This is an optimization exercise on Yosys and OpenROAD, whose aim is a short achievable clock period and few clock cycles, not a production implementation.
RTL that was checked went through simulation tests only; none was proved equivalent to the original.
Power is estimated from default activity; no workload was simulated.

==> trial 81: inputs <==
## processor
module processor (
    input  logic        clock,
    input  logic        reset,
    output logic [31:0] address_imem,
    input  logic [31:0] q_imem,
    output logic [31:0] address_dmem,
    output logic [31:0] data,
    output logic        wren,
    input  logic [31:0] q_dmem,
    output logic        ctrl_write_enable,
    output logic [4:0]  ctrl_write_reg,
    output logic [4:0]  ctrl_read_reg_a,
    output logic [4:0]  ctrl_read_reg_b,
    output logic [31:0] data_write_reg,
    input  logic [31:0] data_read_reg_a,
    input  logic [31:0] data_read_reg_b
);
export LEC_CHECK = 0
export CAP_MARGIN = 20
export CORE_MARGIN = 2
export CORE_UTILIZATION = 40
export SLEW_MARGIN = 20
export SYNTH_HIERARCHICAL = 1
export SYNTH_MINIMUM_KEEP_SIZE = 0
create_clock -name core_clock -period 9.0 [get_ports {clock}]
standard.sh (not shown) runs the stock make flow with config.mk's settings and CLKGATE_MAP_FILE= SYNTH_SCRIPT=/design/flow/synth_recipe.tcl, a recipe that flattens the netlist after the stock synthesis.
==> flow/flow/run.sh <==
#!/bin/bash
set -euo pipefail
bash standard.sh SETUP_SLACK_MARGIN=6 finish > standard_flow.log 2>&1
==> trial 73: changes against trial 81 <==
--- a/flow/design.v
+++ b/flow/design.v
@@ -194,11 +194,12 @@
     output logic [31:0] data_write_reg,
     input  logic [31:0] data_read_reg_a,
     input  logic [31:0] data_read_reg_b
 );
     logic [16:0] pc_lo;
-    logic [14:0] pc_hi;
+    logic [14:0] pc_hi, pc_hip, pc_him;
+    logic        pc_sp, pc_sm, pc_s0;
     logic [31:0] d_ir;        
     logic        d_v;         
     logic [4:0]  d_rb;        
     logic [31:0] d_pc;        
     logic [16:0] d_blo;       
@@ -221,44 +222,76 @@
     logic [31:0] w_res;
     logic        redirect;
     logic        stall;
     logic [4:0]  f_op;
     logic        f_jump, f_bne, f_rdb;
-    logic [14:0] f_hiep, f_hiem;
+    logic [14:0] f_hie, f_hiep, f_hiem;
     logic [16:0] f_lo1, f_blo;
     logic        f_c1, f_bc, f_neg;
-    logic        u0, u1, u2, u3, u4, u5, u10, u11, u12, u13, u14, u15;
-    assign address_imem = {pc_hi, pc_lo};
+    logic [14:0] f_jhi, f_jhip, f_jhim;
+    logic [14:0] x_alt_hip, x_alt_him;
+    logic        u0, u1, u2, u3, u4, u5, u6, u7, u8, u9, u10, u11, u12, u13, u14, u15;
+    hi_sel3 #(.W(15)) u_hie (.s_p(pc_sp), .s_m(pc_sm), .s_0(pc_s0), .hi_p(pc_hip), .hi_m(pc_him),
+                             .hi(pc_hi), .y(f_hie));
+    assign address_imem = {f_hie, pc_lo};
     assign f_op   = q_imem[31:27];
     assign f_jump = (f_op == cpu_pkg::op_j) || (f_op == cpu_pkg::op_jal);
     assign f_bne  = (f_op == cpu_pkg::op_bne);
     assign f_rdb  = (f_op == cpu_pkg::op_sw) || (f_op == cpu_pkg::op_bne) || (f_op == cpu_pkg::op_blt);
     assign f_neg  = q_imem[16];
     kadd #(.W(17)) u_lo1 (.a(pc_lo), .b(17'd0), .cin(1'b1), .sum(f_lo1), .cm(u0), .cout(f_c1));
     kadd #(.W(17)) u_btgt (.a(pc_lo), .b(q_imem[16:0]), .cin(1'b1), .sum(f_blo), .cm(u1), .cout(f_bc));
-    kadd #(.W(15)) u_hiep (.a(pc_hi), .b(15'd0), .cin(1'b1), .sum(f_hiep), .cm(u2), .cout(u3));
-    kadd #(.W(15)) u_hiem (.a(pc_hi), .b(15'h7fff), .cin(1'b0), .sum(f_hiem), .cm(u4), .cout(u5));
+    kadd #(.W(15)) u_hiep (.a(f_hie), .b(15'd0), .cin(1'b1), .sum(f_hiep), .cm(u2), .cout(u3));
+    kadd #(.W(15)) u_hiem (.a(f_hie), .b(15'h7fff), .cin(1'b0), .sum(f_hiem), .cm(u4), .cout(u5));
+    assign f_jhi = {5'b0, q_imem[26:17]};
+    kadd #(.W(15)) u_jhp (.a(f_jhi), .b(15'd0), .cin(1'b1), .sum(f_jhip), .cm(u6), .cout(u7));
+    kadd #(.W(15)) u_jhm (.a(f_jhi), .b(15'h7fff), .cin(1'b0), .sum(f_jhim), .cm(u8), .cout(u9));
     logic [16:0] f_lo_seq, f_lo_pred, f_lo_next;
-    logic [14:0] f_hi_seq, f_hi_pred, f_hi_next;
-    logic        f_pick;
-    assign f_pick   = f_bne && !stall;
     assign f_lo_seq = stall ? pc_lo : (f_jump ? q_imem[16:0] : f_lo1);
-    fmux #(.W(17)) u_lop (.s(f_pick), .a(f_blo), .b(f_lo_seq), .y(f_lo_pred));
+    fmux #(.W(17)) u_lop (.s(f_bne && !stall), .a(f_blo), .b(f_lo_seq), .y(f_lo_pred));
     fmux #(.W(17)) u_lor (.s(redirect), .a(x_alt[16:0]), .b(f_lo_pred), .y(f_lo_next));
-    assign f_hi_seq = stall ? pc_hi : (f_jump ? {5'b0, q_imem[26:17]} : (f_c1 ? f_hiep : pc_hi));
-    logic [14:0] f_hi_c1, f_hi_c0;
-    assign f_hi_c1 = !f_pick ? f_hi_seq : (f_neg ? pc_hi : f_hiep);
-    assign f_hi_c0 = !f_pick ? f_hi_seq : (f_neg ? f_hiem : pc_hi);
-    fmux #(.W(15)) u_hip (.s(f_bc), .a(f_hi_c1), .b(f_hi_c0), .y(f_hi_pred));
-    fmux #(.W(15)) u_hir (.s(redirect), .a(x_alt[31:17]), .b(f_hi_pred), .y(f_hi_next));
     always_ff @(posedge clock) begin
         if (reset) begin
-            pc_lo <= '0;
-            pc_hi <= '0;
+            pc_lo  <= '0;
+            pc_hi  <= '0;
+            pc_hip <= 15'd1;
+            pc_him <= 15'h7fff;
+            pc_sp  <= 1'b0;
+            pc_sm  <= 1'b0;
+            pc_s0  <= 1'b1;
         end else begin
             pc_lo <= f_lo_next;
-            pc_hi <= f_hi_next;
+            if (redirect) begin
+                pc_hi  <= x_alt[31:17];
+                pc_hip <= x_alt_hip;
+                pc_him <= x_alt_him;
+                pc_sp  <= 1'b0;
+                pc_sm  <= 1'b0;
+                pc_s0  <= 1'b1;
+            end else if (!stall) begin
+                if (f_jump) begin
+                    pc_hi  <= f_jhi;
+                    pc_hip <= f_jhip;
+                    pc_him <= f_jhim;
+                    pc_sp  <= 1'b0;
+                    pc_sm  <= 1'b0;
+                    pc_s0  <= 1'b1;
+                end else begin
+                    pc_hi  <= f_hie;
+                    pc_hip <= f_hiep;
+                    pc_him <= f_hiem;
+                    if (f_bne) begin   
+                        pc_sp <= !f_neg && f_bc;
+                        pc_sm <= f_neg && !f_bc;
+                        pc_s0 <= f_neg == f_bc;
+                    end else begin
+                        pc_sp <= f_c1;
+                        pc_sm <= 1'b0;
+                        pc_s0 <= !f_c1;
+                    end
+                end
+            end
         end
     end
     always_ff @(posedge clock) begin
         if (reset || redirect) begin
             d_v <= 1'b0;
@@ -426,10 +459,13 @@
     kadd #(.W(32)) u_cmp (.a({~x_b[31], x_b[30:0]}), .b({x_a[31], ~x_a[30:0]}), .cin(1'b1),
                           .sum(cmp_s), .cm(cmp_cm), .cout(cmp_c));
     assign ne = (x_a != x_b);
     assign lt = !cmp_c;
     assign redirect = (x_bne && !ne) || (x_blt && lt);
+    logic        u20, u21, u22, u23;
+    kadd #(.W(15)) u_xahp (.a(x_alt[31:17]), .b(15'd0), .cin(1'b1), .sum(x_alt_hip), .cm(u20), .cout(u21));
+    kadd #(.W(15)) u_xahm (.a(x_alt[31:17]), .b(15'h7fff), .cin(1'b0), .sum(x_alt_him), .cm(u22), .cout(u23));
     assign address_dmem = x_addr;
     assign data         = x_b;
     assign wren         = x_sw;
     logic [31:0] w_res_next;
     fmux #(.W(32)) u_wres (.s(x_ovf), .a(exc_v), .b(x_res), .y(w_res_next));
==> summary.txt <==
Tot Pwr: 13.29 mW
FF-to-FF Start: x_a[31]$_DFF_P_
GR Util met1: 0.4349
multi-input combinational area share: 0.6278
internal power: 6.744 mW
delay-heaviest family, CP: compound AO/OA/AOI/OAI gates
status: finished clean
initial antenna violation count: 10
final worst setup slack: 5528 ps
The numbers above come from trial 81.

==> summary.txt <==
slowest stage delay, CP: 360 ps
CTS sink cnt: 380
final worst setup slack: 5364 ps
GR Util met1: 0.4525
initial antenna violation count: 3
cts bufs inserted: 49
multi-input combinational area share: 0.6415
internal power: 6.724 mW
uppermost layer routed: met5
FF-to-FF Start: x_b[2]$_DFF_P_
status: finished clean
delay-heaviest family, CP: buffers and inverters
The numbers above come from trial 73.

Testbench counts of trial 81, summed over its fixed seeds: cycles 43,862.
The RTL of trial 73 was laid out without a check of its function.

[separate check: timing with driven ports]
In the flow no input, the clock included, has a driving cell. The finished layouts below were timed again as built, in two steps. Step 1: set_driving_cell puts a clkbuf_16 on clock and a buf_2 on each other input, an assumption about the parent block. Step 2, shift: input delay + t, output delay - t, t = (earliest + latest rising clock arrival at the registers) / 2. This alone moves slack from input paths to output paths. a / b / c = no drivers / after step 1 / after step 2; a / b = the first two.
run	t (ns)	setup WS [ns]	worst hold slack (ns)	worst setup path after step 2	worst register clock-pin slew, ns
trial 81	0.720	5.528 / 5.571 / 4.850	0.459 / 0.459 / 0.459	input to register	0.07 / 0.07
trial 73	0.710	5.364 / 5.287 / 4.951	0.469 / 0.469 / 0.469	input to register	0.07 / 0.07
After both steps setup and hold are still met in every run listed. For trial 81, which loses most, drivers alone change the setup slack by +0.043 ns; drivers and shift together by -0.678 ns.
